Background: an optimization exercise with open tools, aiming at small area. Do not read the settings as production practice. At most, simulation tests tie the RTL to the original design; equivalence was not proved. Only the layout flow was run in runs 1 to 4; the RTL was not checked for function there. Power and IR drop assume default switching activity.

### flow/config.mk
export PLATFORM = sky130hd
export DESIGN_NAME = memwb_stage
export DESIGN_NICKNAME = memwb_stage
export VERILOG_FILES = /design/flow/design.v
export SDC_FILE = /design/flow/constraint.sdc
export NUM_CORES = 4
export LEC_CHECK = 0
export CAP_MARGIN = 20
export CORE_MARGIN = 2
export CORE_UTILIZATION = 60
export CTS_BUF_LIST = sky130_fd_sc_hd__clkbuf_8
export CTS_CLUSTER_DIAMETER = 60
export CTS_CLUSTER_SIZE = 20
export SLEW_MARGIN = 20
export SYNTH_HIERARCHICAL = 1
### flow/flow/run.sh
#!/bin/bash
# The standard layout, with three changes: ports are buffered with the
# smallest buffer; the buffers that timing-driven global placement adds while
# the placement is still rough are not kept (the later repair steps buffer and
# size from the final placement); and clock tree synthesis uses clkbuf_8
# clusters under a clkbuf_16 root, without dummy loads.
set -euo pipefail
export BUFFER_PORTS_ARGS="-buffer_cell sky130_fd_sc_hd__buf_1"
export GPL_KEEP_OVERFLOW=0
export CTS_ARGS="-sink_clustering_enable -repair_clock_nets -buf_list sky130_fd_sc_hd__clkbuf_8 -sink_clustering_size 20 -sink_clustering_max_diameter 55 -dont_use_dummy_load -root_buf sky130_fd_sc_hd__clkbuf_16"
bash standard.sh > standard_flow.log 2>&1
### flow/constraint.sdc
create_clock -name core_clock -period 3.5 [get_ports {clk}]
set_input_delay 0.7000 -clock core_clock [delete_from_list [all_inputs] [get_ports {clk}]]
set_output_delay 0.7000 -clock core_clock [all_outputs]
set_load 0.01 [all_outputs]
### flow/design.v
module memwb_port (
  input  logic p, we, x, wen,
  output logic y
);
  assign y = ~((p | we) & (x | wen));
endmodule
module memwb_aoi222 (
  input  logic s0, d0, s1, d1, s2, d2,
  output logic y
);
  assign y = ~((s0 & d0) | (s1 & d1) | (s2 & d2));
endmodule
module memwb_oai22 (
  input  logic sn0, d0, sn1, d1,
  output logic y
);
  assign y = ~((sn0 | d0) & (sn1 | d1));
endmodule
module memwb_nand4 (
  input  logic a, b, c, d,
  output logic y
);
  assign y = ~(a & b & c & d);
endmodule
module memwb_or4 (
  input  logic a, b, c, d,
  output logic y
);
  assign y = a | b | c | d;
endmodule
module memwb_rdbit (
  input  logic [11:0] s,
  input  logic [11:0] d,
  input  logic [11:0] sn,
  input  logic [11:0] dn,
  output logic        y
);
  logic [3:0] n;   
  logic [5:0] p;   
  for (genvar i = 0; i < 4; i++) begin : g_n
    memwb_aoi222 u_n (
      .s0(s[3 * i]), .d0(d[3 * i]), .s1(s[3 * i + 1]), .d1(d[3 * i + 1]),
      .s2(s[3 * i + 2]), .d2(d[3 * i + 2]), .y(n[i])
    );
  end
  for (genvar i = 0; i < 6; i++) begin : g_p
    memwb_oai22 u_p (
      .sn0(sn[2 * i]), .d0(dn[2 * i]), .sn1(sn[2 * i + 1]), .d1(dn[2 * i + 1]), .y(p[i])
    );
  end
  logic a, o;
  memwb_nand4 u_a (.a(n[0]), .b(n[1]), .c(n[2]), .d(n[3]), .y(a));
  memwb_or4   u_o (.a(p[0]), .b(p[1]), .c(p[2]), .d(p[3]), .y(o));
  memwb_or4   u_y (.a(o), .b(p[4]), .c(p[5]), .d(a), .y(y));
endmodule
module memwb_tapdec (
  input  logic [5:0]  addr,
  input  logic [5:0]  rot,
  output logic [21:0] hit
);
  logic [5:0] h, g, p;
  logic [1:0] e0;           
  logic [3:0] e [1:5];      
  assign h = addr ^ rot;
  assign g = addr & rot;
  assign p = addr | rot;
  assign e0[0] = ~h[0];
  assign e0[1] = h[0];
  for (genvar i = 1; i < 6; i++) begin : g_e
    assign e[i][0] = ~(h[i] ^ p[i - 1]);    
    assign e[i][1] = ~(h[i] ^ g[i - 1]);    
    assign e[i][2] = (h[i] ^ p[i - 1]);     
    assign e[i][3] = (h[i] ^ g[i - 1]);     
  end
  for (genvar k = 0; k < 22; k++) begin : g_hit
    localparam logic [5:0] K = 6'(3 * k);
    assign hit[k] = e0[K[0]] & e[1][{K[1], K[0]}] & e[2][{K[2], K[1]}] &
                    e[3][{K[3], K[2]}] & e[4][{K[4], K[3]}] & e[5][{K[5], K[4]}];
  end
endmodule
module memwb_stage (
  input  logic         clk,
  input  logic         reset,
  input  logic [3:0]   ctrl_MEM,
  input  logic [31:0]  ALU_out_MEM,
  input  logic [31:0]  write_data_MEM,
  input  logic [4:0]   reg_dst_MEM,
  output logic         mem_stall,
  output logic [1:0]   ctrl_WB,
  output logic [31:0]  read_data_WB,
  output logic [31:0]  ALU_out_WB,
  output logic [4:0]   reg_dst_WB,
  output logic         misalign_WB
);
  localparam int NT = 22;   
  logic [31:0] ring [64];
  logic [5:0]  rot;
  logic        b1, b2;
  logic        wb_pend;
  logic [5:0]  wb_addr;
  logic [5:0]  wb_slot;    
  logic [31:0] wb_data;
  logic [1:0]  ctrl_wb_q;
  logic        misalign_wb_q;
  logic [31:0] read_data_wb_q;
  logic [31:0] alu_out_wb_q;
  logic [4:0]  reg_dst_wb_q;
  logic          access, misal, stall, commit, st_commit, byp, drain;
  logic [5:0]    addr;
  logic [NT-1:0] we, wen;
  logic          hsel, bsel, tapok;
  logic          attap_q, attap_d;   
  logic [NT-1:0] hit, tsel;
  logic [31:0]   wd_pos, wd_neg, rdata;
  logic [NT*32-1:0] port_y;
  genvar pk, pb, b, i;
  always_comb begin
    access    = ctrl_MEM[1] | ctrl_MEM[0];
    misal     = access & (ALU_out_MEM[1:0] != 2'b00);
    stall     = b1 | (~b2 & access);
    commit    = ~stall & ~reset;
    st_commit = commit & ctrl_MEM[0] & ~misal;
    addr      = ALU_out_MEM[7:2];
    byp       = wb_pend & (wb_addr == addr);
    for (int k = 0; k < NT; k++) begin
      we[k]   = (wb_slot == 6'(3 * k)) & wb_pend;
    end
    wen    = ~we;
    drain  = |we;
    attap_d = ((addr + rot + 6'd1) % 6'd3) == 6'd0;
    tapok  = ~byp & ~misal;
    tsel   = hit & {NT{tapok}};
    bsel   = byp & ~misal;
    hsel   = (b1 | b2) & ~attap_q & ~byp & ~misal;
    wd_pos = wb_data;
    wd_neg = ~wb_data;
  end
  memwb_tapdec u_dec (.addr(addr), .rot(rot), .hit(hit));
  for (b = 0; b < 32; b++) begin : g_rd
    logic [11:0] s, d, sn, dn;
    for (i = 0; i < 11; i++) begin : g_t
      assign s[i]  = tsel[2 * i];
      assign d[i]  = ring[6 * i][b];
      assign sn[i] = ~tsel[2 * i + 1];
      assign dn[i] = ring[6 * i + 3][b];
    end
    assign s[11]  = hsel;
    assign d[11]  = read_data_wb_q[b];
    assign sn[11] = ~bsel;
    assign dn[11] = wd_neg[b];
    memwb_rdbit u_rd (.s(s), .d(d), .sn(sn), .dn(dn), .y(rdata[b]));
  end
  for (pk = 0; pk < NT; pk++) begin : g_port
    for (pb = 0; pb < 32; pb++) begin : g_bit
      memwb_port u_p (
        .p(ring[(3 * pk + 63) % 64][pb]), .we(we[pk]),
        .x(pk % 2 == 1 ? wd_pos[pb] : wd_neg[pb]), .wen(wen[pk]),
        .y(port_y[32 * pk + pb])
      );
    end
  end
  always_ff @(posedge clk) begin
    rot <= rot + 6'd1;
    for (int j = 0; j < 64; j++) begin
      if (j % 3 == 0) ring[j] <= port_y[32 * (j / 3) +: 32];
      else            ring[j] <= ring[(j + 63) % 64];
    end
    wb_pend <= st_commit | (wb_pend & ~drain);
    wb_slot <= st_commit ? addr + rot + 6'd2 : wb_slot + 6'd1;
    if (st_commit) begin
      wb_addr <= addr;
      wb_data <= write_data_MEM;
    end
    b1 <= ~reset & ~b1 & ~b2 & access;
    b2 <= ~reset & b1;
    ctrl_wb_q      <= commit ? ctrl_MEM[3:2] : 2'b00;
    misalign_wb_q  <= commit & misal;
    read_data_wb_q <= rdata;
    attap_q        <= attap_d;
    alu_out_wb_q   <= ALU_out_MEM;
    reg_dst_wb_q   <= reg_dst_MEM;
  end
  assign mem_stall    = stall;
  assign ctrl_WB      = ctrl_wb_q;
  assign read_data_WB = read_data_wb_q;
  assign ALU_out_WB   = alu_out_wb_q;
  assign reg_dst_WB   = reg_dst_wb_q;
  assign misalign_WB  = misalign_wb_q;
endmodule
### flow/standard.sh
#!/bin/bash
# synth_recipe.tcl (not shown) runs the flow's synth.tcl, then flattens the netlist and writes it again
# the make line also repeats each setting of config.mk as NAME=value (left out here)
make -C /OpenROAD-flow-scripts/flow DESIGN_CONFIG=/design/flow/config.mk WORK_HOME=/design/flow/orfs CLKGATE_MAP_FILE= SYNTH_SCRIPT=/design/flow/synth_recipe.tcl "${@:-finish}"
==> results of run 1 <==
-- cells in the final DEF (no fill, tap or decap), types with 5 or more instances in the layout --
cell and count:
buf_6 12, nor2_1 21, edfxtp_1 38, diode_2 5, buf_1 147, clkbuf_8 137, and2_4 13, inv_1 54
buf_16 18, nand2_4 13, buf_12 39, o21ai_0 5, nor3_2 5, ha_1 21, or4_1 64, nand2_1 31
a222oi_1 128, inv_4 22, nor3_1 23, dfxtp_1 2135, a21oi_1 8, nand3_4 16, ha_4 6, buf_4 34
o22ai_1 897, nand4_1 39, xnor2_1 21, xor2_1 15, nand3_1 13
-- per-stage QoR --
step / setup TNS, ns / worst slack [ns] / area [µm²]
final: -1.72 / -1.70 / 60300
after global routing: -1.84 / -1.84 / 60300
after CTS: -1.64 / -1.64 / 60200
after detailed placement: -34.60 / -2.90 / 58000
after global placement: -2411.59 / -4.69 / 56100
after floorplan: -1.99 / -1.99 / 54400
-- worst max-delay path: cells and delay by family, from the launching register on --
kind / cells / cell delay, ns
buffers and inverters: 11 / 1.40
adder cells (fa/ha/maj): 4 / 1.15
AND/OR/NAND/NOR: 6 / 0.92
AO/OA/AOI/OAI: 6 / 0.82
flip-flops: 1 / 0.35
XOR/XNOR: 1 / 0.33
multiplexers: 1 / 0.11
-- Yosys stat by module, one instance, submodules excluded, excerpt --
module | flops+latches | copies in the design | cells | cell area (µm²)
memwb_aoi222 | 0 | 128 | 1 | 10.0
memwb_nand4 | 0 | 32 | 1 | 6.26
memwb_oai22 | 0 | 192 | 1 | 6.26
memwb_or4 | 0 | 64 | 1 | 7.51
memwb_port | 0 | 704 | 1 | 6.26
memwb_stage | 2174 | 1 | 2522 | 46100
-- timing repair --
item | in CTS | in global routing
hold buffers | 0 | 0
pin swaps | 17 | 10
buffers inserted | 30 | 3
setup endpoints to repair | 36 | 20
resized for setup | 18 | 13
gates cloned | 0 | 0
-- path summary, 6_finish.rpt --
kind | from | end | slack [ns] | depth (start not counted)
max | rot[0]$_DFF_P_ | attap_q$_DFF_P_ | -1.70 | 29
max reg2reg | rot[0]$_DFF_P_ | attap_q$_DFF_P_ | -1.70 | 29
min reg2reg | ring[25][20]$_DFF_P_ | ring[26][20]$_DFF_P_ | 0.25 | 0
min | ALU_out_MEM[26] | alu_out_wb_q[26]$_DFF_P_ | 0.05 | 1
-- registers in the layout, summed over array words and instances, names as in the netlist, 5 cells and up --
name and flops:
reg_dst_wb_q 5, rot 6, ring 2048, wb_slot 6, read_data_wb_q 32, wb_addr 6
alu_out_wb_q 32, wb_data 32
-- routing by layer --
metal / GRT usage / part of all wire / up-vias
met5: 0 / 0.00033 / -
met4: 0.185 / 0.051 / 2
met3: 0.0960 / 0.11 / 527
met2: 0.570 / 0.44 / 2279
met1: 0.497 / 0.39 / 17600
li1: - / - / 14600
-- cell type report --
cell class / instances / area [µm²]
timing repair buffer: 251 / 2230
clock buffer: 138 / 1910
sequential: 2174 / 43900
fill: 6459 / 29500
multi-input combinational: 1431 / 10500
tap: 1176 / 1470
inverter: 77 / 344
antenna: 5 / 12.5
-- cell families (layout without fill, tap and decap cells) --
logic type | Yosys count | count (layout) | share of synthesized area
DFF | 2174 | 2174 | 0.808
AOI/OAI and AO/OA | 1075 | 1075 | 0.134
and+or+nand+nor | 276 | 276 | 0.0300
buffers and inverters | 119 | 466 | 0.0107
xor gates and xnor gates | 46 | 46 | 0.00947
adders and majority gates | 30 | 30 | 0.00705
muxes | 4 | 4 | 0.000783
other | 0 | 5 | 0
-- where the power goes --
part / internal [mW] / switching (mW) / total (mW)
clock: 3.60 / 7.07 / 10.7
sequential: 30.5 / 2.28 / 32.8
combinational: 1.37 / 1.55 / 2.92
total: 35.5 / 10.9 / 46.4
==> run notes, run 1 <==
Max Cap Viol 0; Synth Register Bits 2174; DIE AREA around 93000 µm²; 1st-pass router iterations 7; Via Count 35000; Inserted Clock Buffers 138; Final Net Count 4178; CTS tree yes; FMAX roughly 190 MHz; mean post-synth cell area between 10 and 15 µm²; Worst EP arrival 5.74 ns; Skew-Pair Late Insertion Delay around 0.76 ns; die span in x 305 µm; non-filler cells, final 5252; most common library cells after synthesis dfxtp_1 (2136), o22ai_1 (897), a222oi_1 (128); max-slew violations 0; Wirelength per Cell 33.7 µm; # DRC 0; Final Skew 0.124 ns; Placer Congestion 0.838; Boundary Pins 148; P&R area growth vs syn 11.1%; clock sinks about 2200; antenna violations before repair 1; CP startpoint kind register; CP Max Fanout 5; overall routing resource usage 0.373; CP Data Required Time 4.04 ns; H-tree levels 4; WL final between 150 and 200 mm; row cnt 110; via count of the first global-routing pass 34800; I/O Buffers 147; Starting Density 0.604; most used cell, CP buf_4; Synth top area share 0.787; period utilization 1.49; Distinct cells, synth 73; Post-synth EDFFs 38; syn nets 3829; Most used DFF post-synth dfxtp_1; Vias/cell 6.66; pin count of the biggest net entering global routing 34; 1st-iter DRT viols between 4000 and 5000; ys async rst share 0; dominant cells by area after synthesis dfxtp_1 (79%), o22ai_1 (10%), a222oi_1 (2.4%); total power 46.4 mW; CP peak stage delay 0.65 ns; layout cells sized above 1 0.0919; Power Dens Cells 768 nW/µm²; Post-DRT Antenna Nets 0; post-synthesis instance total between 3000 and 4000; critical path's slowest cell fa_2; placed cells 5076; Failing Checks setup timing; crit path kind register to register; Hold Crit Class input pin to register; PnR worst setup slack -1.70 ns; most frequent cell after synthesis dfxtp_1; first-pass GRT wire length ~250 mm; aggregate global routing overflow 0; RSZ-0062 raised after global routing yes; min Tclk post-route 5.20 ns; setup violators final 2; Seq/Total Area, Yosys 0.808; Slew @ Worst Pin 0.924 ns; Peak supply drop 0.450 mV; die height 305 µm; hpwl dp 102 mm; status failed layout checks; Cell Area, Synth 54300 µm²; crit end category register; Hold Slack 0.0508 ns; Hold Violations, Final 0; Synth area leader dfxtp_1; register clock-pin slew on the reported worst setup and hold paths 0.11 ns; fin util 0.671; core region area 89900 µm²; Max Buffers Root-to-Sink 3; leakage power figure 23.7 nW; Max-slew headroom 0.383; clock root cell clkbuf_16; warnings from Yosys 11
==> run 2, diff against run 1 <==
==> flow/flow/run.sh (replaced) <==
#!/bin/bash
# The standard layout, with two changes: ports are buffered with the smallest
# buffer, and clock tree synthesis uses clkbuf_8 clusters under a clkbuf_16 root, without dummy loads.
set -euo pipefail
export BUFFER_PORTS_ARGS="-buffer_cell sky130_fd_sc_hd__buf_1"
export CTS_ARGS="-sink_clustering_enable -repair_clock_nets -buf_list sky130_fd_sc_hd__clkbuf_8 -sink_clustering_size 20 -sink_clustering_max_diameter 55 -dont_use_dummy_load -root_buf sky130_fd_sc_hd__clkbuf_16"
bash standard.sh > standard_flow.log 2>&1
==> run notes, run 2 <==
status failed layout checks; Failing Checks setup timing; CP startpoint kind register; overall routing resource usage 0.371 (-0.00234); I/O Buffers 147 (unchanged); hpwl dp 101 mm (-0.57%); max FFs per register 2048 (unchanged); reg2reg start rot[0]$_DFF_P_; P_sw 10.8 mW (-1.1%); pin count of the biggest net entering global routing 36 (+5.9%); Post-DRT Antenna Nets 0 (unchanged); period utilization 1.42 (-0.0668); DIE AREA 93000 µm² (unchanged); worst reg-to-reg path cell count 28 (-3.4%); Hold Crit Class input pin to register; Vias/cell 6.58 (-1.2%); clock sinks 2174 (unchanged); Reg with most FFs ring; Reg power frac 0.708 (about the same); Via Count 35500 (+1.4%); Starting Density 0.604 (unchanged); Slew @ Worst Pin 0.994 ns (+0.0703 ns); Synth area leader dfxtp_1; CP peak stage delay 0.58 ns (-0.07 ns); 1st-pass router iterations 7 (unchanged); Place WS -2.08 ns (+0.822 ns); 1st-iter DRT viols 4566 (-3.3%); Cell Area, Synth 54300 µm² (unchanged); Hold Slack 0.0640 ns (+0.0132 ns); setup violators final 1 (-1); clock root cell clkbuf_16; CTS tree yes; ys async rst share 0 (unchanged); RSZ-0062 raised after global routing yes; Inserted Clock Buffers 137 (-0.72%); Distinct cells, synth 73 (unchanged); Peak supply drop 0.480 mV (+6.5%); Internal Pwr Total 35.5 mW (about the same); row cnt 110 (unchanged); Wirelength per Cell 32.7 µm (-3.0%); worst hold path depth 1 (unchanged); crit end category register; Synth top area share 0.787 (unchanged); Multi-input gate area 10100 µm² (-3.2%); die span in x 305 µm (unchanged); most frequent cells in the layout dfxtp_1 (2135), o22ai_1 (897), buf_4 (191), buf_1 (147), clkbuf_8 (136); CP Data Required Time 4.08 ns (+0.04 ns); aggregate global routing overflow 0 (unchanged); Max Cap Viol 0 (unchanged); Seq/Total Area, Yosys 0.808 (unchanged); reg2reg end attap_q$_DFF_P_; Worst EP arrival 5.54 ns (-0.20 ns); Final Net Count 4322 (+3.4%); Comb pwr share 0.062 (about the same); Synth Register Bits 2174 (unchanged); post-synthesis instance total 3724 (unchanged); layout cells sized above 1 0.120 (+0.0279); most used cell, CP buf_4; CP Max Fanout 3 (-2); # DRC 0 (unchanged); most common library cells after synthesis dfxtp_1 (2136), o22ai_1 (897), a222oi_1 (128); Placer Congestion 0.889 (+6.2%); # fillers 6445 (-0.22%); FMAX 201 MHz (+4.7%); warnings from Yosys 11 (unchanged); P&R area growth vs syn 12.0%; min Tclk post-route 4.97 ns (-0.234 ns); Min-Delay Endpoint reg_dst_wb_q[2]$_DFF_P_; Skew-Pair Late Insertion Delay 0.75 ns (about the same); H-tree levels 4 (unchanged); Clock power frac 0.230 (about the same); Register Area 43900 µm² (about the same); Most used DFF post-synth dfxtp_1; antenna violations before repair 4 (+3); mean post-synth cell area 14.6 µm² (unchanged); Boundary Pins 148 (unchanged); syn nets 3829 (unchanged); Power Dens Cells 760 nW/µm² (-1.1%); Hold Violations, Final 0 (unchanged); min-delay src reg_dst_MEM[2]; Reg2Reg Setup Slack -1.47 ns (+0.23 ns); WL final 176 mm (-0.43%); Final Skew 0.124 ns (+0.000817 ns); core region area 89900 µm² (unchanged); first-pass GRT wire length 248 mm (+0.21%); register clock-pin slew on the reported worst setup and hold paths 0.11 ns (about the same); crit path kind register to register; Post-synth EDFFs 38 (unchanged); Max Buffers Root-to-Sink 3 (unchanged); die height 305 µm (unchanged); most common cell after layout, fill and taps aside dfxtp_1; critical path's slowest cell fa_2; leakage power figure 24.1 nW (+1.8%); max-slew violations 0 (unchanged); switching share of power 0.233 (-0.00191); most frequent cell after synthesis dfxtp_1; dominant cells by area after synthesis dfxtp_1 (79%), o22ai_1 (10%), a222oi_1 (2.4%); Max-slew headroom 0.337 (-0.0454); PnR worst setup slack -1.47 ns (+0.234 ns); via count of the first global-routing pass 35500 (+2.0%)
==> run 2: cell counts after synthesis <==
No cell type changed its count.
==> run 2: cell type report <==
type                            instances  share of cell area
Tap cell                             1176              0.0242
Inverter                               77             0.00475
Timing Repair Buffer                  396              0.0516
Antenna cell                            2           0.0000823
Sequential cell                      2174               0.722
Clock buffer                          137              0.0312
Multi-Input combinational cell       1431               0.166
==> run 2: what timing repair did <==
action                                  in CTS  in global routing
hold endpoints to repair                     0                  0
resized for setup                           12                  1
setup buffers                               11                  2
hold buffers                                 0                  0
pin swaps                                    9                  9
endpoints found under the setup margin       1                  1
gates cloned                                 0                  0
==> run 2: per-stage QoR <==
| stage | util | instances | power, mW | cell area (µm²) | setup TNS [ns] |
|---|---|---|---|---|---|
| final | 0.677 | 5393 | 46.2 | 60800 | -1.47 |
| after global routing | 0.677 | 5391 | 47.8 | 60800 | -1.69 |
| after CTS | 0.677 | 5389 | 46.1 | 60800 | -1.47 |
| after detailed placement | 0.654 | 5241 | 35.8 | 58800 | -9.91 |
| after global placement | 0.654 | 5241 | 35.6 | 58800 | -8.97 |
| after floorplan | - | 3724 | 34.1 | 54400 | -1.99 |
==> run 2: kinds of logic (layout without fill, tap and decap cells) <==
group / count (synthesis) / count (layout) / synth area share
other cells: 0 / 2 / 0
xor+xnor: 46 / 46 / 0.00947
simple gates: 276 / 276 / 0.0300
flops: 2174 / 2174 / 0.808
compound gates: 1075 / 1075 / 0.134
fa+ha+maj: 30 / 30 / 0.00705
mux: 4 / 4 / 0.000783
buf+inv: 119 / 610 / 0.0107
==> run 2: worst max-delay path by stage <==
stage              startpoint  cells after the start         endpoint
2_1_floorplan  ALU_out_MEM[2]                     26  attap_q$_DFF_P_
3_3_place_gp   ALU_out_MEM[2]                     27  attap_q$_DFF_P_
3_5_place_dp   ALU_out_MEM[2]                     27  attap_q$_DFF_P_
4_1_cts        rot[0]$_DFF_P_                     27  attap_q$_DFF_P_
5_1_grt        rot[0]$_DFF_P_                     27  attap_q$_DFF_P_
6_report       rot[0]$_DFF_P_                     28  attap_q$_DFF_P_
==> run 2: worst max-delay path, delay by kind of cell (launching register included) <==
kind                     cells  cell delay [ns]
buffers and inverters       11             1.34
adder cells (fa/ha/maj)      4             1.19
flip-flops                   1             0.34
multiplexers                 1             0.10
AND/OR/NAND/NOR              5             0.93
AO/OA/AOI/OAI                7             1.00
==> run 2: power by group through the flow <==
stage	Sequential, mW	Combinational [mW]	Clock, mW
finish	32.8	2.84	10.6
global route	33.2	3.03	11.6
CTS	32.7	2.77	10.7
detailed placement	33.2	2.68	0
global placement	33.0	2.60	0
floorplan	32.3	1.83	0
==> run 2: metal layers <==
metal	share of wire	track usage	vias up
met1	0.40	0.507	17700
met5	0	0	-
met3	0.12	0.0958	512
li1	-	-	14900
met4	0.048	0.158	0
met2	0.44	0.563	2342
==> run 2: Yosys stat by module (local to each module, per instance), excerpt <==
module / flip-flops and latches / times used
memwb_aoi222: 0 / 128
memwb_nand4: 0 / 32
memwb_oai22: 0 / 192
memwb_or4: 0 / 64
memwb_port: 0 / 704
memwb_stage: 2174 / 1
memwb_tapdec: 0 / 1
==> run 3, diff against run 2 <==
--- a/flow/design.v
+++ b/flow/design.v
@@ -108,8 +108,7 @@
   logic          access, misal, stall, commit, st_commit, byp, drain;
   logic [5:0]    addr;
   logic [NT-1:0] we, wen;
-  logic          hsel, bsel, tapok;
-  logic          attap_q, attap_d;   
+  logic          hsel, bsel, tapok, anyhit;
   logic [NT-1:0] hit, tsel;
   logic [31:0]   wd_pos, wd_neg, rdata;
   logic [NT*32-1:0] port_y;
@@ -127,11 +126,11 @@
     end
     wen    = ~we;
     drain  = |we;
-    attap_d = ((addr + rot + 6'd1) % 6'd3) == 6'd0;
+    anyhit = |hit;
     tapok  = ~byp & ~misal;
     tsel   = hit & {NT{tapok}};
     bsel   = byp & ~misal;
-    hsel   = (b1 | b2) & ~attap_q & ~byp & ~misal;
+    hsel   = ~anyhit & ~byp & ~misal;
     wd_pos = wb_data;
     wd_neg = ~wb_data;
   end
@@ -176,7 +175,6 @@
     ctrl_wb_q      <= commit ? ctrl_MEM[3:2] : 2'b00;
     misalign_wb_q  <= commit & misal;
     read_data_wb_q <= rdata;
-    attap_q        <= attap_d;
     alu_out_wb_q   <= ALU_out_MEM;
     reg_dst_wb_q   <= reg_dst_MEM;
   end
--- a/flow/config.mk
+++ b/flow/config.mk
@@ -8,8 +8,6 @@
 export CAP_MARGIN = 20
 export CORE_MARGIN = 2
 export CORE_UTILIZATION = 60
-export CTS_BUF_LIST = sky130_fd_sc_hd__clkbuf_8
-export CTS_CLUSTER_DIAMETER = 60
-export CTS_CLUSTER_SIZE = 20
+export GPL_ROUTABILITY_DRIVEN = 0
 export SLEW_MARGIN = 20
 export SYNTH_HIERARCHICAL = 1
==> run notes, run 3 <==
Peak supply drop 0.459 mV (-4.4%); mean post-synth cell area 14.7 µm² (+0.88%); most used cell, CP nand4_1; CP peak stage delay 0.51 ns (-0.07 ns); Via Count 34100 (-4.0%); register clock-pin slew on the reported worst setup and hold paths 0.11 ns (about the same); Inserted Clock Buffers 137 (unchanged); warnings from Yosys 11 (unchanged); Place WS -0.291 ns (+1.79 ns); P&R area growth vs syn 10.7%; min-delay src reg_dst_MEM[2]; fin util 0.672 (-0.00496); post-synthesis instance total 3649 (-2.0%); status timing/DRC/antenna clean; RSZ-0062 raised after global routing no; reg2reg start rot[3]$_DFF_P_; period utilization 0.939 (-0.481); via count of the first global-routing pass 34100 (-3.8%); hold buffers post-CTS 0 (unchanged); clock root cell clkbuf_16; core region area 88500 µm² (-1.5%); Synth area leader dfxtp_1; CP Max Fanout 16 (+13); aggregate global routing overflow 0 (unchanged); Distinct cells, synth 47 (-36%); Most used DFF post-synth dfxtp_1; DIE AREA 91900 µm² (-1.1%); Vias/cell 6.54 (-0.68%); min Tclk post-route 3.29 ns (-1.68 ns); Worst EP arrival 3.86 ns (-1.68 ns); Hold Violations, Final 0 (unchanged); Starting Density 0.607 (+0.00224); Post-DRT Antenna Nets 0 (unchanged); Post-synth EDFFs 38 (unchanged); I/O Buffers 147 (unchanged); Final Skew 0.101 ns (-0.0238 ns); most common library cells after synthesis dfxtp_1 (2135), o22ai_1 (898), a222oi_1 (128); CTS resizes 0 (-12); Reg with most FFs ring; critical path's slowest cell or4_1; most common cell after layout, fill and taps aside dfxtp_1; crit path kind register to register; H-tree levels 4 (unchanged); CTS tree yes; 1st-iter DRT viols 4099 (-10%); Seq/Total Area, Yosys 0.817 (+0.00904); Max Buffers Root-to-Sink 3 (unchanged); pin count of the biggest net entering global routing 34 (-5.6%); antenna violations before repair 3 (-1); most frequent cell after synthesis dfxtp_1; crit path cell chain inv_1 > ha_4 > xor2_1 > nand2_1 > nor3_1 > nor4_2 > nand4_1 > or4_4 > nor3_4 > buf_12 > a222oi_1 > nand4_1 > or4_1; Synth Register Bits 2173 (-0.046%); Max-slew headroom 0.367 (+0.0294); placed cells 5075 (-3.2%); Setup Buffers After CTS 0 (-11); dominant cells by area after synthesis dfxtp_1 (80%), o22ai_1 (10%), a222oi_1 (2.4%); clock sinks 2173 (-0.046%); # fillers 6421 (-0.37%); Power Dens Cells 684 nW/µm² (-10%); CP startpoint rot[3]$_DFF_P_; 1st-pass router iterations 10 (+3); max-slew violations 0 (unchanged); Max Cap Viol 0 (unchanged); Hold Crit Class input pin to register; Slew @ Worst Pin 0.950 ns (-0.0442 ns); syn nets 3749 (-2.1%); layout cells sized above 1 0.0951 (-0.0247); leakage power figure 23.5 nW (-2.7%); first-pass GRT wire length 240 mm (-3.3%); max FFs per register 2048 (unchanged); most frequent cells in the layout dfxtp_1 (2135), o22ai_1 (898), buf_1 (147), clkbuf_8 (136), a222oi_1 (128); Skew-Pair Late Insertion Delay 0.75 ns (about the same); die span in x 303 µm (-0.57%); Boundary Pins 148 (unchanged); Cell Area, Synth 53700 µm² (-1.2%); crit end category register; die height 303 µm (-0.57%); Wirelength per Cell 32.7 µm (about the same); row cnt 109 (-0.91%); CP startpoint kind register; setup violators final 0 (-1); Final Net Count 4149 (-4.0%); hpwl dp 95.8 mm (-5.4%); # DRC 0 (unchanged); PnR worst setup slack 0.215 ns (+1.68 ns); Synth top area share 0.796 (+0.00880); non-filler cells, final 5215 (-3.3%); ys async rst share 0 (unchanged); overall routing resource usage 0.369 (-0.00230); WL final 171 mm (-3.3%); CP Data Required Time 4.07 ns (about the same); FMAX 304 MHz (+51%)
run 3: cell count changes after synthesis, moves of 3 or more:
cell	previous run	this run
nor2_1	24	12
ha_1	29	24
or3_1	1	4
o21ai_1	4	0
xnor2_1	22	17
nand2_1	45	39
buf_2	1	4
o211a_1	3	0
a21oi_1	10	5
nand3_1	29	21
run 3: power by group:
group	internal [mW]	total [mW]	switching [mW]
clock	3.57	10.7	7.12
sequential	27.3	28.5	1.12
combinational	0.699	1.50	0.804
run 3: path summary, 6_finish.rpt:
kind	endpoint	slack [ns]	cells after the start
setup / recovery	read_data_wb_q[19]$_DFF_P_	0.21	13
hold reg to reg	ring[26][13]$_DFF_P_	0.27	0
setup reg to reg	read_data_wb_q[19]$_DFF_P_	0.21	13
hold / removal	reg_dst_wb_q[2]$_DFF_P_	0.05	1
run 3: logic make-up (layout without fill, tap and decap cells):
family          after synthesis  in the layout  share of synthesized area
xor+xnor                     37             37                    0.00727
fa+ha+maj                    25             25                    0.00597
flops                      2173           2173                      0.817
compound gates             1043           1043                      0.131
buf+inv                     124            522                     0.0111
simple gates                243            243                     0.0271
other cells                   0              3                          0
mux                           4              4                   0.000769
run 3: Yosys stat by module, one instance, submodules excluded, excerpt:
| module | area, µm² | times used | flip-flops and latches |
|---|---|---|---|
| memwb_aoi222 | 10.0 | 128 | 0 |
| memwb_nand4 | 6.26 | 32 | 0 |
| memwb_oai22 | 6.26 | 192 | 0 |
| memwb_or4 | 7.51 | 64 | 0 |
| memwb_port | 6.26 | 704 | 0 |
| memwb_stage | 45500 | 1 | 2173 |
| memwb_tapdec | 613 | 1 | 0 |
run 3: cell type report:
type	count	area (µm²)	area share
multi-input combinational	1352	9430	0.159
clock buffer	137	1900	0.0319
timing repair buffer	306	2500	0.0420
antenna	3	7.51	0.000126
tap	1165	1460	0.0245
sequential	2173	43900	0.738
inverter	79	297	0.00499
run 3: per-stage QoR:
step	setup TNS (ns)	area (µm²)	total power, mW	hold WS (ns)
after floorplan	0	53800	29.6	0.310
after global placement	-5.84	57600	30.3	0.309
after detailed placement	-8.38	57600	30.4	0.312
after CTS	0	59500	40.6	0.0120
after global routing	0	59500	41.9	0.00920
final	0	59500	40.7	0.0467
run 3: critical path, delay by kind of cell, from the launching register on:
| family | cells | cell delay, ns |
|---|---|---|
| flip-flops | 1 | 0.47 |
| AO/OA/AOI/OAI | 1 | 0.38 |
| adder cells (fa/ha/maj) | 1 | 0.31 |
| buffers and inverters | 2 | 0.27 |
| XOR/XNOR | 1 | 0.19 |
| AND/OR/NAND/NOR | 8 | 1.53 |
run 3: routing by layer:
metal | up-vias | routed length (µm) | track usage
met4 | 0 | 8400 | 0.169
met5 | - | 0 | 0.00259
li1 | 14400 | - | -
met2 | 2181 | 73600 | 0.548
met3 | 490 | 19300 | 0.0949
met1 | 17000 | 69300 | 0.510
==> run 4, diff against run 3 <==
==> flow/flow/run.sh (replaced) <==
#!/bin/bash
# The standard layout, with two changes: ports are buffered with the smallest
# buffer, and clock tree synthesis uses clkbuf_8 clusters under a clkbuf_16 root, without dummy loads.
set -euo pipefail
export BUFFER_PORTS_ARGS="-buffer_cell sky130_fd_sc_hd__buf_1"
export CTS_ARGS="-sink_clustering_enable -repair_clock_nets -buf_list sky130_fd_sc_hd__clkbuf_8 -sink_clustering_size 20 -sink_clustering_max_diameter 60 -dont_use_dummy_load -root_buf sky130_fd_sc_hd__clkbuf_16"
bash standard.sh > standard_flow.log 2>&1
--- a/flow/config.mk
+++ b/flow/config.mk
@@ -8,6 +8,8 @@
 export CAP_MARGIN = 20
 export CORE_MARGIN = 2
 export CORE_UTILIZATION = 60
-export GPL_ROUTABILITY_DRIVEN = 0
+export CTS_BUF_LIST = sky130_fd_sc_hd__clkbuf_8
+export CTS_CLUSTER_DIAMETER = 60
+export CTS_CLUSTER_SIZE = 20
 export SLEW_MARGIN = 20
 export SYNTH_HIERARCHICAL = 1
==> run notes, run 4 <==
status timing/DRC/antenna clean; Hold Violations, Final 0 (unchanged); CP Max Fanout 16 (unchanged); core region area 88500 µm² (unchanged); row cnt 109 (unchanged); post-synthesis mux area share 0.000769 (unchanged); Peak supply drop 0.469 mV (+2.4%); DIE AREA 91900 µm² (unchanged); most common cell after layout, fill and taps aside dfxtp_1; crit end category register; antenna violations before repair 0 (-3); CP Data Required Time 4.08 ns (about the same); hpwl dp 96.8 mm (+0.99%); clock root cell clkbuf_16; Inserted Clock Buffers 131 (-4.4%); leakage power figure 23.4 nW (-0.16%); # DRC 0 (unchanged); Placed Area 57600 µm² (about the same); Synth Area in XOR/XNOR 0.00727 (unchanged); Distinct cells, synth 47 (unchanged); min-delay src ALU_out_MEM[10]; most frequent cells in the layout dfxtp_1 (2135), o22ai_1 (898), buf_1 (147), clkbuf_8 (130), a222oi_1 (128); worst hold path depth 1 (unchanged); Max Buffers Root-to-Sink 3 (unchanged); I/O Buffers 147 (unchanged); largest family of logic cells by synthesized area compound AO/OA/AOI/OAI gates; Synth Area in Simple Gates 0.0271 (unchanged); hold buffers post-CTS 0 (unchanged); reg2reg start rot[2]$_DFF_P_; Boundary Pins 148 (unchanged); Max-slew headroom 0.369 (+0.00217); most common library cells after synthesis dfxtp_1 (2135), o22ai_1 (898), a222oi_1 (128); Synth top area share 0.796 (unchanged); Most used DFF post-synth dfxtp_1; most frequent cell after synthesis dfxtp_1; 1st-iter DRT viols 4164 (+1.6%); period utilization 0.954 (+0.0157); WL final 171 mm (+0.24%); crit path kind register to register; Seq/Total Area, Yosys 0.817 (unchanged); mean post-synth cell area 14.7 µm² (unchanged); worst reg-to-reg path cell count 12 (-1); warnings from Yosys 11 (unchanged); max FFs per register 2048 (unchanged); min Tclk post-route 3.34 ns (+0.0550 ns); Post-DRT Antenna Nets 0 (unchanged); Skew-Pair Late Insertion Delay 0.74 ns (about the same); ys async rst share 0 (unchanged); Reg with most FFs ring; register clock-pin slew on the reported worst setup and hold paths 0.12 ns (about the same); H-tree levels 4 (unchanged); TNS Setup 0 ns (unchanged); CP startpoint rot[2]$_DFF_P_; dominant cells by area after synthesis dfxtp_1 (80%), o22ai_1 (10%), a222oi_1 (2.4%); RSZ-0062 raised after global routing no; Placer Congestion 0.899; pin count of the biggest net entering global routing 34 (unchanged); via count of the first global-routing pass 34200 (+0.29%); layout cells sized above 1 0.0947 (-0.000447); clock sinks 2173 (unchanged); Cell Area, Synth 53700 µm² (unchanged); 1st-pass router iterations 8 (-2); Wirelength per Cell 32.8 µm (+0.30%); adder-cell share of the synthesized area 0.00597 (unchanged); CTS tree yes; setup violators final 0 (unchanged); CP startpoint kind register; post-synthesis instance total 3649 (unchanged); max-slew violations 0 (unchanged); die span in x 303 µm (unchanged); Post-synth EDFFs 38 (unchanged); Slew @ Worst Pin 0.946 ns (-0.00325 ns); Synth area leader dfxtp_1; first-pass GRT wire length 239 mm (about the same); Worst EP arrival 3.92 ns (+0.06 ns); P&R area growth vs syn 10.6%; # fillers 6355 (-1.0%); aggregate global routing overflow 0 (unchanged); Final Skew 0.135 ns (+0.0342 ns); Power Dens Cells 681 nW/µm² (-0.41%); Final Net Count 4147 (-0.048%); Via Count 34100 (-0.0029%); Vias/cell 6.54 (about the same); final instance area 59400 µm² (-0.14%); Compound-Gate Fraction of Synth Area 0.131 (unchanged); die height 303 µm (unchanged); Hold Crit Class input pin to register; syn nets 3749 (unchanged); Synth Register Bits 2173 (unchanged); FMAX 299 MHz (-1.6%); Starting Density 0.607 (unchanged); overall routing resource usage 0.368 (-0.000828); Max Cap Viol 0 (unchanged)
run 4: changes by cell type in the layout (fill, tap and decap cells not counted), sizes merged:
cell / previous run / this run
buf: 306 / 310
clkbuf: 137 / 131
diode: 3 / 2
run 4: worst max-delay path, stage by stage (launching register included):
cell	delay [ns]
dfxtp_1	0.51
inv_1	0.12
ha_4	0.26
xnor2_1	0.21
nand2_1	0.17
buf_4	0.17
nor3_2	0.34
or4_4	0.23
nor3_4	0.06
buf_12	0.17
a222oi_1	0.34
nand4_1	0.13
or4_1	0.52
run 4: cell families after synthesis:
kind of cell             count (synthesis)
AO/OA/AOI/OAI                         1043
XOR/XNOR                                37
adder cells (fa/ha/maj)                 25
buffers and inverters                  124
flip-flops                            2173
multiplexers                             4
AND/OR/NAND/NOR                        243
run 4: worst paths after layout:
kind,slack (ns),to
worst min-delay path,0.06,alu_out_wb_q[10]$_DFF_P_
worst min register to register,0.28,ring[14][3]$_DFF_P_
worst max register to register,0.16,read_data_wb_q[16]$_DFF_P_
worst max-delay path,0.16,read_data_wb_q[16]$_DFF_P_
run 4: cell type report:
cell class                      instances  area [µm²]  share of cell area
Sequential cell                      2173       43900               0.739
Multi-Input combinational cell       1352        9430               0.159
Timing Repair Buffer                  310        2500              0.0421
Clock buffer                          131        1810              0.0306
Tap cell                             1165        1460              0.0245
Inverter                               79         297             0.00499
Antenna cell                            2        5.00           0.0000843
run 4: stage by stage:
stage           util  hold slack, ns  setup WS (ns)  power (mW)  instances
2_1_floorplan      -           0.310         0.0214        29.6       3649
3_3_place_gp   0.650           0.310         -0.213        30.3       5079
3_5_place_dp   0.650           0.312         -0.225        30.4       5079
4_1_cts        0.671          0.0194          0.230        40.4       5210
5_1_grt        0.671          0.0357         0.0413        41.6       5210
6_report       0.671          0.0579          0.160        40.4       5212
run 4: per-layer routing:
metal / vias up / GRT usage / part of all wire
met5: - / 0 / 0
met4: 0 / 0.167 / 0.046
met3: 448 / 0.0880 / 0.11
met2: 2139 / 0.551 / 0.44
met1: 17100 / 0.511 / 0.41
li1: 14400 / - / -
run 4: report_power, final:
group / leakage (nW) / switching [mW] / internal (mW)
sequential: 18.0 / 1.11 / 27.3
combinational: 4.48 / 0.800 / 0.697
clock: 0.947 / 7.06 / 3.43
total: 23.4 / 8.97 / 31.5
run 4: Yosys stat by module, one instance, submodules excluded, excerpt:
| module | flops+latches | times used | area [µm²] |
|---|---|---|---|
| memwb_stage | 2173 | 1 | 45500 |
| memwb_tapdec | 0 | 1 | 613 |
| memwb_aoi222 | 0 | 128 | 10.0 |
| memwb_or4 | 0 | 64 | 7.51 |
| memwb_nand4 | 0 | 32 | 6.26 |
| memwb_oai22 | 0 | 192 | 6.26 |
| memwb_port | 0 | 704 | 6.26 |
run 4: repair_timing:
action,in CTS,in global routing
endpoints found under the setup margin,0,1
setup buffers,0,0
resized for setup,0,1
==> run 5, diff against run 4 <==
--- a/flow/design.v
+++ b/flow/design.v
@@ -108,7 +108,7 @@
   logic          access, misal, stall, commit, st_commit, byp, drain;
   logic [5:0]    addr;
   logic [NT-1:0] we, wen;
-  logic          hsel, bsel, tapok, anyhit;
+  logic          hsel, bsel, tapok;
   logic [NT-1:0] hit, tsel;
   logic [31:0]   wd_pos, wd_neg, rdata;
   logic [NT*32-1:0] port_y;
@@ -126,11 +126,10 @@
     end
     wen    = ~we;
     drain  = |we;
-    anyhit = |hit;
     tapok  = ~byp & ~misal;
     tsel   = hit & {NT{tapok}};
     bsel   = byp & ~misal;
-    hsel   = ~anyhit & ~byp & ~misal;
+    hsel   = (b1 | b2) & ~misal;
     wd_pos = wb_data;
     wd_neg = ~wb_data;
   end
==> flow/flow/run.sh (replaced) <==
#!/bin/bash
# The standard layout, with three changes: ports are buffered with the
# smallest buffer; the buffers that timing-driven global placement adds while
# the placement is still rough are not kept (the later repair steps buffer and
# size from the final placement); and clock tree synthesis uses clkbuf_8
# clusters under a clkbuf_16 root, without dummy loads.
set -euo pipefail
export BUFFER_PORTS_ARGS="-buffer_cell sky130_fd_sc_hd__buf_1"
export GPL_KEEP_OVERFLOW=0
export CTS_ARGS="-sink_clustering_enable -repair_clock_nets -buf_list sky130_fd_sc_hd__clkbuf_8 -sink_clustering_size 20 -sink_clustering_max_diameter 60 -dont_use_dummy_load -root_buf sky130_fd_sc_hd__clkbuf_16"
bash standard.sh > standard_flow.log 2>&1
==> run notes, run 5 <==
pin count of the biggest net entering global routing 36 (+5.9%); Hold Violations, Final 0 (unchanged); most common cell after layout, fill and taps aside dfxtp_1; Worst EP arrival 3.92 ns (about the same); CP Max Fanout 19 (+3); RSZ-0062 raised after global routing no; max FFs per register 2048 (unchanged); critical path depth 11 (-1); setup violators final 0 (unchanged); Reg2Reg Setup Slack 0.16 ns (about the same); syn nets 3743 (-0.16%); hpwl dp 92.9 mm (-4.0%); 1st-pass router iterations 8 (unchanged); Synth area leader dfxtp_1; Synth Register Bits 2173 (unchanged); mean post-synth cell area 14.7 µm² (+0.14%); register clock-pin slew on the reported worst setup and hold paths 0.11 ns (about the same); most frequent cells in the layout dfxtp_1 (2135), o22ai_1 (897), buf_1 (147), clkbuf_8 (134), a222oi_1 (128); worst reg-to-reg path cell count 9 (-3); Max-slew headroom 0.297 (-0.0717); Post-synth EDFFs 38 (unchanged); clock sinks 2173 (unchanged); first-pass GRT wire length 233 mm (-2.5%); min-delay src ALU_out_MEM[31]; Final Skew 0.0947 ns (-0.0401 ns); PnR worst setup slack 0.113 ns (-0.0471 ns); Inserted Clock Buffers 135 (+3.1%); row cnt 109 (unchanged); Max Cap Viol 0 (unchanged); post-synthesis instance total 3643 (-0.16%); CP top delay family simple AND/OR/NAND/NOR gates; # DRC 0 (unchanged); FMAX 295 MHz (-1.4%); Peak supply drop 0.470 mV (+0.23%); Hold Crit Class input pin to register; CP peak stage delay 0.48 ns (-0.04 ns); Post-DRT Antenna Nets 0 (unchanged); Setup crit end read_data_wb_q[31]$_DFF_P_; Most used DFF post-synth dfxtp_1; Synth top area share 0.796 (about the same); total power 43.9 mW (+8.7%); Reg with most FFs ring; Vias/cell 6.59 (+0.83%); Setup Buffers After CTS 0 (unchanged); worst path buffer plus inverter count 3 (unchanged); Wirelength per Cell 32.7 µm (-0.24%); WL final 167 mm (-2.5%); CTS tree yes; Distinct cells, synth 47 (unchanged); crit end category register; Seq/Total Area, Yosys 0.817 (about the same); Hold Slack 0.0647 ns (+0.00681 ns); leakage power figure 23.0 nW (-1.8%); fin util 0.664 (-0.00717); Power Dens Cells 748 nW/µm² (+9.8%); overall routing resource usage 0.359 (-0.00892); # fillers 6360 (+0.079%); die height 303 µm (about the same); clock root cell clkbuf_16; reg2reg end read_data_wb_q[31]$_DFF_P_; via count of the first global-routing pass 33100 (-3.2%); warnings from Yosys 11 (unchanged); Starting Density 0.606 (about the same); antenna violations before repair 2 (+2); aggregate global routing overflow 0 (unchanged); most common library cells after synthesis dfxtp_1 (2135), o22ai_1 (897), a222oi_1 (128); crit path kind input pin to register; Skew-Pair Late Insertion Delay 0.73 ns (about the same); most frequent cell after synthesis dfxtp_1; ys async rst share 0 (unchanged); core region area 88500 µm² (unchanged); Boundary Pins 148 (unchanged); critical path's slowest cell a222oi_1; period utilization 0.968 (+0.0135); reg2reg start wb_addr[0]$_DFFE_PN_; H-tree levels 4 (unchanged); 1st-iter DRT viols 4616 (+11%); Final Net Count 4032 (-2.8%); dominant cells by area after synthesis dfxtp_1 (80%), o22ai_1 (10%), a222oi_1 (2.4%); layout cells sized above 1 0.0687 (-0.0260); Via Count 33600 (-1.4%); min Tclk post-route 3.39 ns (+0.0471 ns); Place WS -0.973 ns (-0.748 ns); Max Buffers Root-to-Sink 3 (unchanged); crit path cell chain buf_1 > xnor2_1 > nand4_1 > nor4_2 > nor2_4 > buf_12 > and2_4 > buf_12 > a222oi_1 > nand4_1 > or4_1; TNS Setup 0 ns (unchanged); P&R area growth vs syn 9.44%; max-slew violations 0 (unchanged); CP Data Required Time 4.03 ns (-0.05 ns); Placer Congestion 0.864 (-3.9%); die span in x 303 µm (about the same); CP startpoint ALU_out_MEM[7]; Slew @ Worst Pin 1.05 ns (+0.104 ns); I/O Buffers 147 (unchanged); DIE AREA 91900 µm² (about the same); Cell Area, Synth 53700 µm² (about the same); status timing/DRC/antenna clean; CP startpoint kind input pin
==> run 5: cell types whose count changed after synthesis, sizes merged, moves of 2 or more <==
cell    previous run  this run
nand3             21        15
nand2             41        46
nor2              12        17
clkbuf             8         4
buf               37        40
inv               79        76
a31oi              0         2
nand4             37        35
nor4               5         3
o21ai              4         6
or4               66        64
xor2              16        18
==> run 5: worst reg2reg max path: stages, from the launching register on <==
cell	delay [ns]
edfxtp_1	0.40
xor2_1	0.19
nor4_2	0.55
nor2_4	0.20
buf_12	0.24
and2_4	0.28
buf_12	0.25
a222oi_1	0.49
nand4_1	0.13
or4_1	0.47
==> run 5: what timing repair did <==
action,in CTS,in global routing
endpoints found under the setup margin,32,0
gates resized for setup,7,0
hold buffers,0,0
==> run 5: cell type report <==
cell class	count	area, µm²	area share
Tap cell	1165	1460	0.0248
Inverter	76	338	0.00575
Clock buffer	135	1870	0.0318
Sequential cell	2173	43900	0.747
Timing Repair Buffer	196	1610	0.0273
Antenna cell	1	2.50	0.0000426
Multi-Input combinational cell	1350	9590	0.163
==> run 5: cells by family after synthesis <==
kind of cell             count (synthesis)  share of synthesized area
multiplexers                             4                   0.000792
XOR/XNOR                                38                    0.00744
AND/OR/NAND/NOR                        239                     0.0266
flip-flops                            2173                      0.817
AO/OA/AOI/OAI                         1044                      0.131
buffers and inverters                  120                     0.0111
adder cells (fa/ha/maj)                 25                    0.00597
==> run 5: worst min-delay path by stage <==
stage	end	slack (ns)	depth (start not counted)
3_3_place_gp	ring[26][20]$_DFF_P_	0.31	0
3_5_place_dp	ring[53][6]$_DFF_P_	0.31	0
4_1_cts	alu_out_wb_q[31]$_DFF_P_	0.02	1
6_report	alu_out_wb_q[31]$_DFF_P_	0.06	1
2_1_floorplan	ring[11][0]$_DFF_P_	0.31	0
5_1_grt	alu_out_wb_q[31]$_DFF_P_	0.04	1
==> run 5: modules after synthesis, one instance, submodules excluded, a selection <==
module,cell area (µm²),times used,flip-flops and latches,cells inside
memwb_aoi222,10.0,128,0,1
memwb_nand4,6.26,32,0,1
memwb_port,6.26,704,0,1
memwb_or4,7.51,64,0,1
memwb_stage,45500,1,2173,2441
memwb_tapdec,613,1,0,82
memwb_oai22,6.26,192,0,1
==> run 5: stage by stage <==
step	area, µm²	instances
final	58700	5096
after global routing	58700	5095
after CTS	58700	5094
after detailed placement	56800	4959
after global placement	55400	4911
after floorplan	53700	3643
==> run 5: metal layers <==
metal	vias up	track usage	part of all wire
li1	14200	-	-
met1	16900	0.485	0.40
met2	2055	0.556	0.45
met3	484	0.0847	0.10
met4	2	0.157	0.046
met5	-	0	0.000060
==> run 5: power by group <==
group,internal [mW],switching (mW)
Combinational,1.01,1.11
Clock,3.53,7.08
Sequential,29.3,1.92
==> run 6, diff against run 5 <==
--- a/flow/config.mk
+++ b/flow/config.mk
@@ -7,9 +7,6 @@
 export LEC_CHECK = 0
 export CAP_MARGIN = 20
 export CORE_MARGIN = 2
-export CORE_UTILIZATION = 60
-export CTS_BUF_LIST = sky130_fd_sc_hd__clkbuf_8
-export CTS_CLUSTER_DIAMETER = 60
-export CTS_CLUSTER_SIZE = 20
+export CORE_UTILIZATION = 65
 export SLEW_MARGIN = 20
 export SYNTH_HIERARCHICAL = 1
==> run notes, run 6 <==
status failed layout checks; Starting Density 0.655 (+0.0483); Skew-Pair Late Insertion Delay 0.70 ns (-0.03 ns); WL final 169 mm (+1.2%); ys async rst share 0 (unchanged); Placer Congestion 0.864 (about the same); Power Dens Cells 745 nW/µm² (-0.36%); 1st-iter DRT viols 4835 (+4.7%); aggregate global routing overflow 0 (unchanged); # DRC 0 (unchanged); most common cell after layout, fill and taps aside dfxtp_1; final instance area 58700 µm² (-0.11%); CP Max Fanout 33 (+14); Post-DRT Antenna Nets 0 (unchanged); max FFs per register 2048 (unchanged); H-tree levels 3 (-1); fin util 0.716 (+0.0521); die height 291 µm (-3.9%); Met1 Wirelength 65.3 mm (-3.0%); Boundary Pins 148 (unchanged); Wirelength per Cell 33.8 µm (+3.3%); min Tclk post-route 3.53 ns (+0.141 ns); CTS tree yes; Max Buffers Root-to-Sink 3 (unchanged); Final Skew 0.0834 ns (-0.0113 ns); non-filler cells, final 4992 (-2.0%); leakage power figure 23.1 nW (+0.24%); Final Net Count 4023 (-0.22%); Post-synth EDFFs 38 (unchanged); layout cells sized above 1 0.0671 (-0.00163); adder-cell share of the synthesized area 0.00597 (unchanged); total power 43.7 mW (-0.47%); post-synthesis instance total 3643 (unchanged); routed wire length on met3 21.8 mm (+29%); overall routing resource usage 0.390 (+0.0306); P&R area growth vs syn 9.32%; Synth Area in XOR/XNOR 0.00744 (unchanged); critical path's slowest cell ha_1; most frequent cell after synthesis dfxtp_1; PnR worst setup slack -0.0276 ns (-0.141 ns); Hold Crit Class input pin to register; setup violators final 1 (+1); Min-Delay Endpoint reg_dst_wb_q[1]$_DFF_P_; dominant cells by area after synthesis dfxtp_1 (80%), o22ai_1 (10%), a222oi_1 (2.4%); # fillers 5523 (-13%); Cell Area, Synth 53700 µm² (unchanged); DIE AREA 84900 µm² (-7.6%); Hold Violations, Final 0 (unchanged); top sig layer met5; Distinct cells, synth 47 (unchanged); clock sinks 2173 (unchanged); Peak supply drop 0.523 mV (+11%); Max Cap Viol 0 (unchanged); crit end category register; Vias/cell 6.81 (+3.3%); crit path cell chain inv_1 > ha_1 > nand3_4 > buf_12 > inv_6 > nor4_1 > and3_1 > a31o_1; I/O Buffers 147 (unchanged); syn nets 3743 (unchanged); Reg with most FFs ring; crit path kind register to register; clock root cell clkbuf_16; CP peak stage delay 0.73 ns (+0.25 ns); RSZ-0062 raised after global routing no; via count of the first global-routing pass 33600 (+1.6%); hold buffers post-CTS 0 (unchanged); Compound-Gate Fraction of Synth Area 0.131 (unchanged); Register Area 43900 µm² (unchanged); row cnt 105 (-3.7%); Reg2Reg Setup Slack -0.03 ns (-0.19 ns); hpwl dp 92.2 mm (-0.69%); Worst EP arrival 4.10 ns (+0.18 ns); Most used DFF post-synth dfxtp_1; register clock-pin slew on the reported worst setup and hold paths 0.12 ns (about the same); max-slew violations 0 (unchanged); Multi-input gate area 9570 µm² (-0.23%); period utilization 1.01 (+0.0402); CP startpoint kind register; 1st-pass router iterations 7 (-1); reg2reg start wb_slot[0]$_DFF_P_; core region area 82000 µm² (-7.4%); Synth top area share 0.796 (unchanged); Synth area leader dfxtp_1; Seq/Total Area, Yosys 0.817 (unchanged); pin count of the biggest net entering global routing 35 (-2.8%); min-delay src reg_dst_MEM[1]; CP Data Required Time 4.07 ns (+0.04 ns); largest family of logic cells by synthesized area compound AO/OA/AOI/OAI gates; most common library cells after synthesis dfxtp_1 (2135), o22ai_1 (897), a222oi_1 (128); most frequent cells in the layout dfxtp_1 (2135), o22ai_1 (897), buf_1 (147), a222oi_1 (128), clkbuf_8 (112); Max-slew headroom 0.309 (+0.0113); Failing Checks setup timing; FMAX 283 MHz (-4.0%); Placed Area 56900 µm² (+0.13%); Inserted Clock Buffers 121 (-10%); worst hold path depth 1 (unchanged); reg2reg end wb_pend$_DFF_P_; length of routed met2 wiring 72.4 mm (-3.3%); die span in x 291 µm (-3.9%); warnings from Yosys 11 (unchanged); Setup Buffers After CTS 0 (unchanged); Synth Area in Simple Gates 0.0266 (unchanged); Synth Register Bits 2173 (unchanged); Slew @ Worst Pin 1.04 ns (-0.0131 ns); Via Count 34000 (+1.2%); worst reg-to-reg path cell count 8 (-1); mean post-synth cell area 14.7 µm² (unchanged); first-pass GRT wire length 237 mm (+1.6%); placed cells 4870 (-1.8%); antenna violations before repair 3 (+1); Place WS -1.09 ns (-0.116 ns); post-synthesis mux area share 0.000792 (unchanged)
==> run 6: changes by cell type in the layout (fill, tap and decap cells not counted), sizes merged <==
| cell | change |
|---|---|
| clkbuf | -14 |
| buf | +5 |
==> run 6: worst max path at each step <==
stage | endpoint | slack [ns] | start
final | wb_pend$_DFF_P_ | -0.03 | wb_slot[0]$_DFF_P_
after CTS | read_data_wb_q[28]$_DFF_P_ | 0.07 | ALU_out_MEM[7]
after global routing | read_data_wb_q[2]$_DFF_P_ | 0.02 | wb_pend$_DFF_P_
after global placement | read_data_wb_q[27]$_DFF_P_ | -4.34 | ctrl_MEM[0]
after floorplan | read_data_wb_q[0]$_DFF_P_ | 0.18 | ALU_out_MEM[3]
after detailed placement | read_data_wb_q[28]$_DFF_P_ | -1.09 | ALU_out_MEM[7]
==> run 6: area by class of cell <==
| type | count | area share |
|---|---|---|
| Tap cell | 1070 | 0.0228 |
| Clock buffer | 121 | 0.0301 |
| Inverter | 76 | 0.00580 |
| Timing Repair Buffer | 201 | 0.0304 |
| Sequential cell | 2173 | 0.748 |
| Antenna cell | 1 | 0.0000426 |
| Multi-Input combinational cell | 1350 | 0.163 |
==> run 6: cell families after synthesis <==
group | count (synthesis)
flops | 2173
compound gates | 1044
buf+inv | 120
mux | 4
fa+ha+maj | 25
xor+xnor | 38
simple gates | 239
==> run 6: modules after synthesis, one instance, submodules excluded, excerpt <==
module,area [µm²],cells inside,flip-flops and latches,times used
memwb_stage,45500,2441,2173,1
memwb_tapdec,613,82,0,1
memwb_aoi222,10.0,1,0,128
memwb_or4,7.51,1,0,64
memwb_nand4,6.26,1,0,32
memwb_oai22,6.26,1,0,192
memwb_port,6.26,1,0,704
==> run 6: what timing repair did <==
action                     4_1_cts  5_1_grt
setup endpoints to repair       33       39
resized for setup                4        3
pin swaps                        0        1
==> run 6: report_power, final <==
| part | internal, mW | switching, mW |
|---|---|---|
| Combinational | 1.02 | 1.16 |
| Clock | 3.37 | 6.97 |
| Sequential | 29.3 | 1.92 |
==> run 6: metal layers <==
metal  global-route usage  vias up
li1                     -    14200
met1                0.527    16800
met2                0.577     2423
met3                0.117      582
met4                0.186        6
met5                    0        -
==> run 6: worst max-delay path, delay by kind of cell (launching register included) <==
| kind | cells | cell delay [ns] |
|---|---|---|
| simple gates | 3 | 1.09 |
| buf+inv | 3 | 1.08 |
| fa+ha+maj | 1 | 0.73 |
| flops | 1 | 0.34 |
| compound gates | 1 | 0.21 |
==> run 6: metrics by stage <==
step,TNS (ns),hold WS (ns)
after floorplan,0,0.310
after global placement,-1849.03,0.310
after detailed placement,-32.45,0.312
after CTS,0,0.0682
after global routing,0,0.0692
final,-0.0276,0.0887
==> run 7, diff against run 6 <==
--- a/flow/config.mk
+++ b/flow/config.mk
@@ -7,6 +7,8 @@
 export LEC_CHECK = 0
 export CAP_MARGIN = 20
 export CORE_MARGIN = 2
-export CORE_UTILIZATION = 65
+export CORE_UTILIZATION = 60
+export PLACE_DENSITY = 0.7
+export SETUP_SLACK_MARGIN = 0.1
 export SLEW_MARGIN = 20
 export SYNTH_HIERARCHICAL = 1
==> run notes, run 7 <==
status timing/DRC/antenna clean; worst hold path depth 1 (unchanged); CTS tree yes; critical path's slowest cell or4_1; Inserted Clock Buffers 130 (+7.4%); Max Cap Viol 0 (unchanged); hold buffers post-CTS 0 (unchanged); # DRC 0 (unchanged); core region area 88500 µm² (+8.0%); min Tclk post-route 3.32 ns (-0.205 ns); FMAX 301 MHz (+6.2%); row cnt 109 (+3.8%); RSZ-0062 raised after global routing no; CP Max Fanout 32 (-3.0%); Worst EP arrival 3.92 ns (-0.18 ns); Placer Congestion 0.821 (-4.9%); Most used DFF post-synth dfxtp_1; crit path kind register to register; Max Buffers Root-to-Sink 3 (unchanged); dominant cells by area after synthesis dfxtp_1 (80%), o22ai_1 (10%), a222oi_1 (2.4%); max FFs per register 2048 (unchanged); number of diodes 0 (-1); aggregate global routing overflow 0 (unchanged); Post-DRT Antenna Nets 0 (unchanged); 1st-iter DRT viols 4668 (-3.5%); Skew-Pair Late Insertion Delay 0.74 ns (+0.04 ns); DIE AREA 91900 µm² (+8.2%); min-delay src ALU_out_MEM[29]; worst path buffer plus inverter count 1 (-2); critical path depth 8 (unchanged); Hold Slack 0.0491 ns (-0.0396 ns); overall routing resource usage 0.351 (-0.0388); Post-synth EDFFs 38 (unchanged); Final Net Count 4024 (+0.025%); Seq/Total Area, Yosys 0.817 (unchanged); most frequent cells in the layout dfxtp_1 (2135), o22ai_1 (897), buf_1 (146), clkbuf_8 (129), a222oi_1 (128); layout cells sized above 1 0.0673 (+0.000238); reg2reg start wb_pend$_DFF_P_; P&R area growth vs syn 9.28% (about the same); Via Count 33600 (-1.3%); post-synthesis instance total 3643 (unchanged); die height 303 µm (+4.0%); die span in x 303 µm (+4.0%); mean post-synth cell area 14.7 µm² (unchanged); CP peak stage delay 0.58 ns (-0.15 ns); Hold Violations, Final 0 (unchanged); Slew @ Worst Pin 0.942 ns (-0.0947 ns); Peak supply drop 0.469 mV (-10%); Wirelength per Cell 32.0 µm (-5.5%); Distinct cells, synth 47 (unchanged); Setup Buffers After CTS 0 (unchanged); first-pass GRT wire length 227 mm (-4.2%); max-slew violations 0 (unchanged); most frequent cell after synthesis dfxtp_1; 1st-pass router iterations 7 (unchanged); Final Skew 0.106 ns (+0.0229 ns); most common library cells after synthesis dfxtp_1 (2135), o22ai_1 (897), a222oi_1 (128); most common cell after layout, fill and taps aside dfxtp_1; syn nets 3743 (unchanged); pin count of the biggest net entering global routing 37 (+5.7%); CP startpoint kind register; crit path cell chain nand4_1 > nor4_4 > nor2_4 > buf_16 > nand2_8 > o22ai_1 > or4_1 > or4_1; Boundary Pins 148 (unchanged); Synth area leader dfxtp_1; worst reg-to-reg path cell count 8 (unchanged); H-tree levels 4 (+1); CP top delay family simple AND/OR/NAND/NOR gates; Vias/cell 6.60 (-3.1%); Cell Area, Synth 53700 µm² (unchanged); warnings from Yosys 11 (unchanged); Hold Crit Class input pin to register; Max-slew headroom 0.372 (+0.0631); most used cell, CP or4_1; I/O Buffers 147 (unchanged); Synth Register Bits 2173 (unchanged); register clock-pin slew on the reported worst setup and hold paths 0.11 ns (about the same); leakage power figure 22.9 nW (-0.55%); Power Dens Cells 746 nW/µm² (about the same); period utilization 0.949 (-0.0585); # fillers 6433 (+16%); clock sinks 2173 (unchanged); setup violators final 0 (-1); hpwl dp 88.3 mm (-4.2%); TNS Setup 0 ns (+0.0276 ns); CP Data Required Time 4.10 ns (+0.03 ns); Reg with most FFs ring; CP startpoint wb_pend$_DFF_P_; ys async rst share 0 (unchanged); via count of the first global-routing pass 32300 (-3.9%); antenna violations before repair 2 (-1); WL final 163 mm (-3.7%); crit end category register; Synth top area share 0.796 (unchanged); clock root cell clkbuf_16; Starting Density 0.606 (-0.0483)
-- run 7: cell types whose count changed in the layout (fill, tap and decap cells not counted), moves of 2 or more --
cell and change:
buf_12 -2, nand2_4 -6, inv_4 +2, clkbuf_16 -8, clkbuf_8 +17, nand2_8 +6, buf_16 -7
-- run 7: final cells by class --
type                            count  area [µm²]  area share
Clock buffer                      130        1800      0.0307
Inverter                           76         340     0.00580
Multi-Input combinational cell   1350        9620       0.164
Sequential cell                  2173       43900       0.748
Tap cell                         1165        1460      0.0248
Timing Repair Buffer              193        1560      0.0266
-- run 7: per-layer routing --
layer / share of wire / global-route usage
met3: 0.12 / 0.0784
met2: 0.44 / 0.527
met5: 0.000080 / 0
met4: 0.052 / 0.167
met1: 0.40 / 0.487
-- run 7: Yosys stat by module, one instance, submodules excluded, a selection --
module / copies in the design / cells inside
memwb_aoi222: 128 / 1
memwb_tapdec: 1 / 82
memwb_port: 704 / 1
memwb_or4: 64 / 1
memwb_nand4: 32 / 1
memwb_oai22: 192 / 1
-- run 7: report_power, final --
group,switching [mW],internal (mW)
registers,1.93,29.3
logic,1.09,1.01
clock network,7.05,3.40
total,10.1,33.7
-- run 7: final timing paths --
kind | to | slack [ns]
setup / recovery | read_data_wb_q[16]$_DFF_P_ | 0.18
hold reg to reg | ring[14][6]$_DFF_P_ | 0.27
setup reg to reg | read_data_wb_q[16]$_DFF_P_ | 0.18
hold / removal | alu_out_wb_q[29]$_DFF_P_ | 0.05
-- run 7: cells by family after synthesis --
| family | after synthesis | share of synthesized area |
|---|---|---|
| XOR/XNOR | 38 | 0.00744 |
| multiplexers | 4 | 0.000792 |
| AND/OR/NAND/NOR | 239 | 0.0266 |
| flip-flops | 2173 | 0.817 |
| AO/OA/AOI/OAI | 1044 | 0.131 |
| adder cells (fa/ha/maj) | 25 | 0.00597 |
| buffers and inverters | 120 | 0.0111 |
-- run 7: what timing repair did --
action	in CTS	in global routing
resized for setup	9	3
pin swaps	0	0
setup endpoints to repair	32	40
hold endpoints to repair	0	0
gates cloned	0	0
-- run 7: per-stage QoR --
step                cell area, µm²  power (mW)  setup WS (ns)  std cells  utilization
global route                 58700        45.2          0.107       5087        0.663
detailed placement           56700        33.7          -1.08       4956        0.641
global placement             55400        33.4          -4.39       4911        0.626
CTS                          58600        43.7          0.146       5086        0.662
floorplan                    53700        32.3          0.178       3643            -
finish                       58700        43.8          0.177       5087        0.663

separate check: timing with driven ports:
In the flow no input, the clock included, has a driving cell. The finished layouts below were timed again as built, in two steps.
Step 1 assumes that a clkbuf_16 drives the clock port and a buf_2 every other input.
Step 2, shift: input delay + t, output delay - t, t = (earliest + latest rising clock arrival at the registers) / 2. This alone moves slack from input paths to output paths.
a / b / c = ideal ports / drivers / drivers and shift; a / b = the first two.
| run | shift t [ns] | slack for setup (ns) | hold slack, ns | pins driven straight from the clock port |
|---|---|---|---|---|
| run 1 | 0.766 | -1.702 / -1.702 / -2.376 | 0.051 / 0.007 / 0.252 | 1 |
| run 2 | 0.752 | -1.468 / -1.468 / -2.020 | 0.064 / 0.022 / 0.284 | 1 |
| run 3 | 0.773 | 0.215 / 0.215 / -0.381 | 0.047 / -0.002 / 0.274 | 1 |
| run 4 | 0.737 | 0.160 / 0.160 / -0.250 | 0.058 / 0.017 / 0.279 | 1 |
| run 5 | 0.752 | 0.113 / 0.152 / -0.600 | 0.065 / 0.024 / 0.281 | 1 |
| run 6 | 0.727 | -0.028 / -0.028 / -0.557 | 0.089 / 0.039 / 0.300 | 1 |
| run 7 | 0.762 | 0.177 / 0.177 / -0.408 | 0.049 / 0.000 / 0.272 | 1 |
With both steps, setup timing fails in run 3, run 4, run 5 and run 7, where it was met with ideal ports. For run 5, which loses most, drivers alone change the setup slack by +0.039 ns; drivers and shift together by -0.713 ns.
